What follows belongs to an exercise in optimizing a design on an open flow for small area and few clock cycles per item; a production flow would make more cautious choices.
No activity file was given, so power comes from the tool's default toggle rates.

## juniper
==> flow/design.v <==
module sha3_padder #(
  parameter int D = 256,
  parameter logic [7:0] SUFFIX = 8'h06,
  localparam int R = 1600 - 2 * D
) (
  input  logic         clk,
  input  logic         reset,
  input  logic [7:0]   in_data,
  input  logic         in_valid,
  input  logic         in_last,
  input  logic         in_empty,
  output logic         in_ready,
  output logic [R-1:0] block,
  output logic         block_valid,
  output logic         block_last,
  input  logic         block_ready
);
  localparam int NB = R / 8;
  localparam int CW = $clog2(NB);
  localparam int NG = NB / 4;           
  localparam int NH = (NG + 7) / 8;
  logic [CW-1:0] cnt, cnt_n;
  logic          full, full_n;
  logic          last_r, last_n;
  logic          sfx, sfx_n;
  logic [R-1:0]  buffer;
  logic          xfer, free, take, wr, wr_sfx, at_end, sfx_next;
  logic [7:0]    bus;
  logic [7:0]    lane [4];
  logic [7:0]    dlo;
  logic [NH-1:0] dhi;
  logic [NG-1:0] wsel;
  assign xfer   = full & block_ready;
  assign free   = ~full | block_ready;
  assign take   = free & ~sfx & in_valid;
  assign at_end = (cnt == CW'(NB - 1));
  assign wr_sfx   = (free & sfx) | (take & in_last & in_empty);
  assign wr       = wr_sfx | (take & ~(in_last & in_empty));
  assign bus      = wr_sfx ? SUFFIX : in_data;
  assign sfx_next = take & in_last & ~in_empty & (cnt[1:0] != 2'd3);
  assign in_ready    = free & ~sfx & reset;
  assign block_valid = full;
  assign block_last  = last_r;
  always_comb begin
    for (int i = 0; i < 8; i++) dlo[i] = (cnt[4:2] == 3'(i));
    for (int j = 0; j < NH; j++) dhi[j] = wr & reset & (cnt[CW-1:5] == (CW-5)'(j));
    for (int g = 0; g < NG; g++) wsel[g] = dlo[g % 8] & dhi[g / 8];
  end
  always_comb begin
    for (int l = 0; l < 4; l++) begin
      if (cnt[1:0] == 2'(l))
        lane[l] = bus;
      else if (sfx_next && cnt[1:0] == 2'(l - 1))
        lane[l] = SUFFIX;
      else
        lane[l] = 8'h00;
    end
  end
  always_comb begin
    cnt_n  = cnt;
    full_n = full & ~xfer;
    last_n = last_r;
    sfx_n  = sfx;
    if (free & sfx) begin
      sfx_n  = 1'b0;
      full_n = 1'b1;
      last_n = 1'b1;
      cnt_n  = '0;
    end else if (take) begin
      if (in_last & in_empty) begin
        full_n = 1'b1;
        last_n = 1'b1;
        cnt_n  = '0;
      end else if (sfx_next) begin
        full_n = 1'b1;
        last_n = 1'b1;
        cnt_n  = '0;
      end else begin
        if (in_last) sfx_n = 1'b1;
        if (at_end) begin
          full_n = 1'b1;
          last_n = 1'b0;
          cnt_n  = '0;
        end else begin
          cnt_n = cnt + CW'(1);
        end
      end
    end
  end
  always_ff @(posedge clk) begin
    if (!reset) begin
      cnt    <= '0;
      full   <= 1'b0;
      last_r <= 1'b0;
      sfx    <= 1'b0;
    end else begin
      cnt    <= cnt_n;
      full   <= full_n;
      last_r <= last_n;
      sfx    <= sfx_n;
    end
  end
  logic keep;
  assign keep = reset & ~xfer;
  always_ff @(posedge clk) begin
    for (int k = 0; k < NB; k++)
      buffer[8*k +: 8] <= ({8{wsel[k / 4]}} & lane[k % 4]) | ({8{keep}} & buffer[8*k +: 8]);
  end
  assign block = {buffer[R-1] | last_r, buffer[R-2:0]};
endmodule
clock: 6.0 ns
lec_check: 0
cap_margin: 20
core_margin: 2
core_utilization: 40
cts_buf_list: sky130_fd_sc_hd__clkbuf_16
cts_cluster_diameter: 80
cts_cluster_size: 32
place_density: 0.85
slew_margin: 20
standard.sh (not shown) runs the stock make flow with config.mk's settings and CLKGATE_MAP_FILE= SYNTH_SCRIPT=/design/flow/synth_recipe.tcl, a recipe that flattens the netlist after the stock synthesis.
==> flow/flow/run.sh <==
#!/bin/bash
# Standard ORFS flow (the standard.sh, unchanged synthesis), with the
# port buffers made from the smallest buffer cell and the synthesized logic
# cells set to their smallest drive before placement (repair_design then
# sizes up whatever needs it).
set -o pipefail
cp standard.sh standard_sh.log
export BUFFER_PORTS_ARGS="-buffer_cell sky130_fd_sc_hd__buf_1"
export POST_FLOORPLAN_TCL="$(pwd)/flow/downsize.tcl"
bash standard.sh > flow_standard.log 2>&1
==> flow/flow/downsize.tcl <==
# Downsize every logic cell to the smallest drive of its family (same function).
set db [ord::get_db]
set block [ord::get_db_block]
set n 0
foreach inst [$block getInsts] {
  set m [[$inst getMaster] getName]
  if {[regexp {^(sky130_fd_sc_hd__[a-z0-9]+)_([0-9]+)$} $m -> base drv]} {
    if {[regexp {^sky130_fd_sc_hd__(df|edf|sdf|dl|clk|buf|tap|fill|decap|conb|diode)} $m]} { continue }
    set best $m
    set barea [[$inst getMaster] getArea]
    foreach d {0 1 2} {
      set cand ${base}_$d
      set cm [$db findMaster $cand]
      if {$cm ne "NULL" && [$cm getArea] < $barea} { set best $cand; set barea [$cm getArea] }
    }
    if {$best ne $m} {
      replace_cell [get_cells [$inst getName]] $best
      incr n
    }
  }
}
puts "downsize: replaced $n cells"
Inputs modified between juniper and willow:
==> flow/design.v <==
module sha3_padder #(
  parameter int D = 256,
  parameter logic [7:0] SUFFIX = 8'h06,
  localparam int R = 1600 - 2 * D
) (
  input  logic         clk,
  input  logic         reset,
  input  logic [7:0]   in_data,
  input  logic         in_valid,
  input  logic         in_last,
  input  logic         in_empty,
  output logic         in_ready,
  output logic [R-1:0] block,
  output logic         block_valid,
  output logic         block_last,
  input  logic         block_ready
);
  localparam int NB = R / 8;
  localparam int CW = $clog2(NB);
  localparam int NG = NB / 2;           
  localparam int NH = (NG + 15) / 16;
  logic [CW-1:0] cnt, cnt_n;
  logic          full, full_n;
  logic          last_r, last_n;
  logic          sfx, sfx_n;
  logic [R-1:0]  buffer;
  logic          xfer, free, take, wr, wr_sfx, at_end;
  logic [7:0]    bus;
  logic [7:0]    lane [2];
  logic [15:0]   dlo;
  logic [NH-1:0] dhi;
  logic [NG-1:0] wsel;
  assign xfer   = full & block_ready;
  assign free   = ~full | block_ready;
  assign take   = free & ~sfx & in_valid;
  assign at_end = (cnt == CW'(NB - 1));
  assign wr_sfx = (free & sfx) | (take & in_last & in_empty);
  assign wr     = wr_sfx | (take & ~(in_last & in_empty));
  assign bus    = wr_sfx ? SUFFIX : in_data;
  assign in_ready    = free & ~sfx & reset;
  assign block_valid = full;
  assign block_last  = last_r;
  always_comb begin
    for (int i = 0; i < 16; i++) dlo[i] = (cnt[4:1] == 4'(i));
    for (int j = 0; j < NH; j++) dhi[j] = wr & reset & (cnt[CW-1:5] == (CW-5)'(j));
    for (int g = 0; g < NG; g++) wsel[g] = dlo[g % 16] & dhi[g / 16];
  end
  assign lane[0] = cnt[0] ? 8'h00 : bus;
  assign lane[1] = cnt[0] ? bus : 8'h00;
  always_comb begin
    cnt_n  = cnt;
    full_n = full & ~xfer;
    last_n = last_r;
    sfx_n  = sfx;
    if (free & sfx) begin
      sfx_n  = 1'b0;
      full_n = 1'b1;
      last_n = 1'b1;
      cnt_n  = '0;
    end else if (take) begin
      if (in_last & in_empty) begin
        full_n = 1'b1;
        last_n = 1'b1;
        cnt_n  = '0;
      end else begin
        if (in_last) sfx_n = 1'b1;
        if (at_end) begin
          full_n = 1'b1;
          last_n = 1'b0;
          cnt_n  = '0;
        end else begin
          cnt_n = cnt + CW'(1);
        end
      end
    end
  end
  always_ff @(posedge clk) begin
    if (!reset) begin
      cnt    <= '0;
      full   <= 1'b0;
      last_r <= 1'b0;
      sfx    <= 1'b0;
    end else begin
      cnt    <= cnt_n;
      full   <= full_n;
      last_r <= last_n;
      sfx    <= sfx_n;
    end
  end
  logic keep;
  assign keep = reset & ~xfer;
  always_ff @(posedge clk) begin
    for (int k = 0; k < NB; k++)
      buffer[8*k +: 8] <= ({8{wsel[k / 2]}} & lane[k % 2]) | ({8{keep}} & buffer[8*k +: 8]);
  end
  assign block = {buffer[R-1] | last_r, buffer[R-2:0]};
endmodule
--- outcome ---
NOTE cell area after placement juniper->willow decreased slightly. willow against juniper: global-route wire length before repair down about 4%; simple-gate share of the synthesized area up 6.2 points; met3 wirelength from detailed routing down about 16%. Going from juniper to willow, number of non-filler instances in the completed layout grew by 12%; die height held; total clock buffers created by CTS went down by 1; ratio of total power to cell area went up 0.44%. There was hardly any difference in register area share after synthesis between willow and juniper. For the share of power burned in combinational logic, willow came in 0.5 points higher than juniper did. Share of flip-flops with an asynchronous set or reset after synthesis: juniper vs willow — no meaningful difference.
No run of this note included a check of the RTL's function; only the layout flow was run.

[re-timing with driven ports]
Ports are ideal in the flow. The routed layouts listed here were re-timed in OpenROAD.
Step 1 sets driving cells, clkbuf_16 on the clock port and buf_2 on the other inputs (assumed; they add their load-dependent delay and slew).
Step 2 times the ports against the registers' clock, not the clock port: input delays grow and output delays shrink by t, the midpoint of the rising clock arrivals with the driver on.
Three values: no drivers, after step 1, after step 2; two values: the first two.
| run | shift t [ns] | setup WS [ns] | worst setup path at the end | worst register clock-pin slew, ns | pins driven straight from the clock port |
|---|---|---|---|---|---|
| juniper | 0.700 | 2.301 / 2.329 / 1.629 | input to register | 0.12 / 0.12 | 1 |
| willow | 0.706 | 2.439 / 2.273 / 1.895 | input to register | 0.12 / 0.12 | 1 |
After both steps every run listed still meets setup and hold. The setup slack of juniper, which loses most, moves by +0.028 ns with the drivers and by -0.672 ns with both steps.
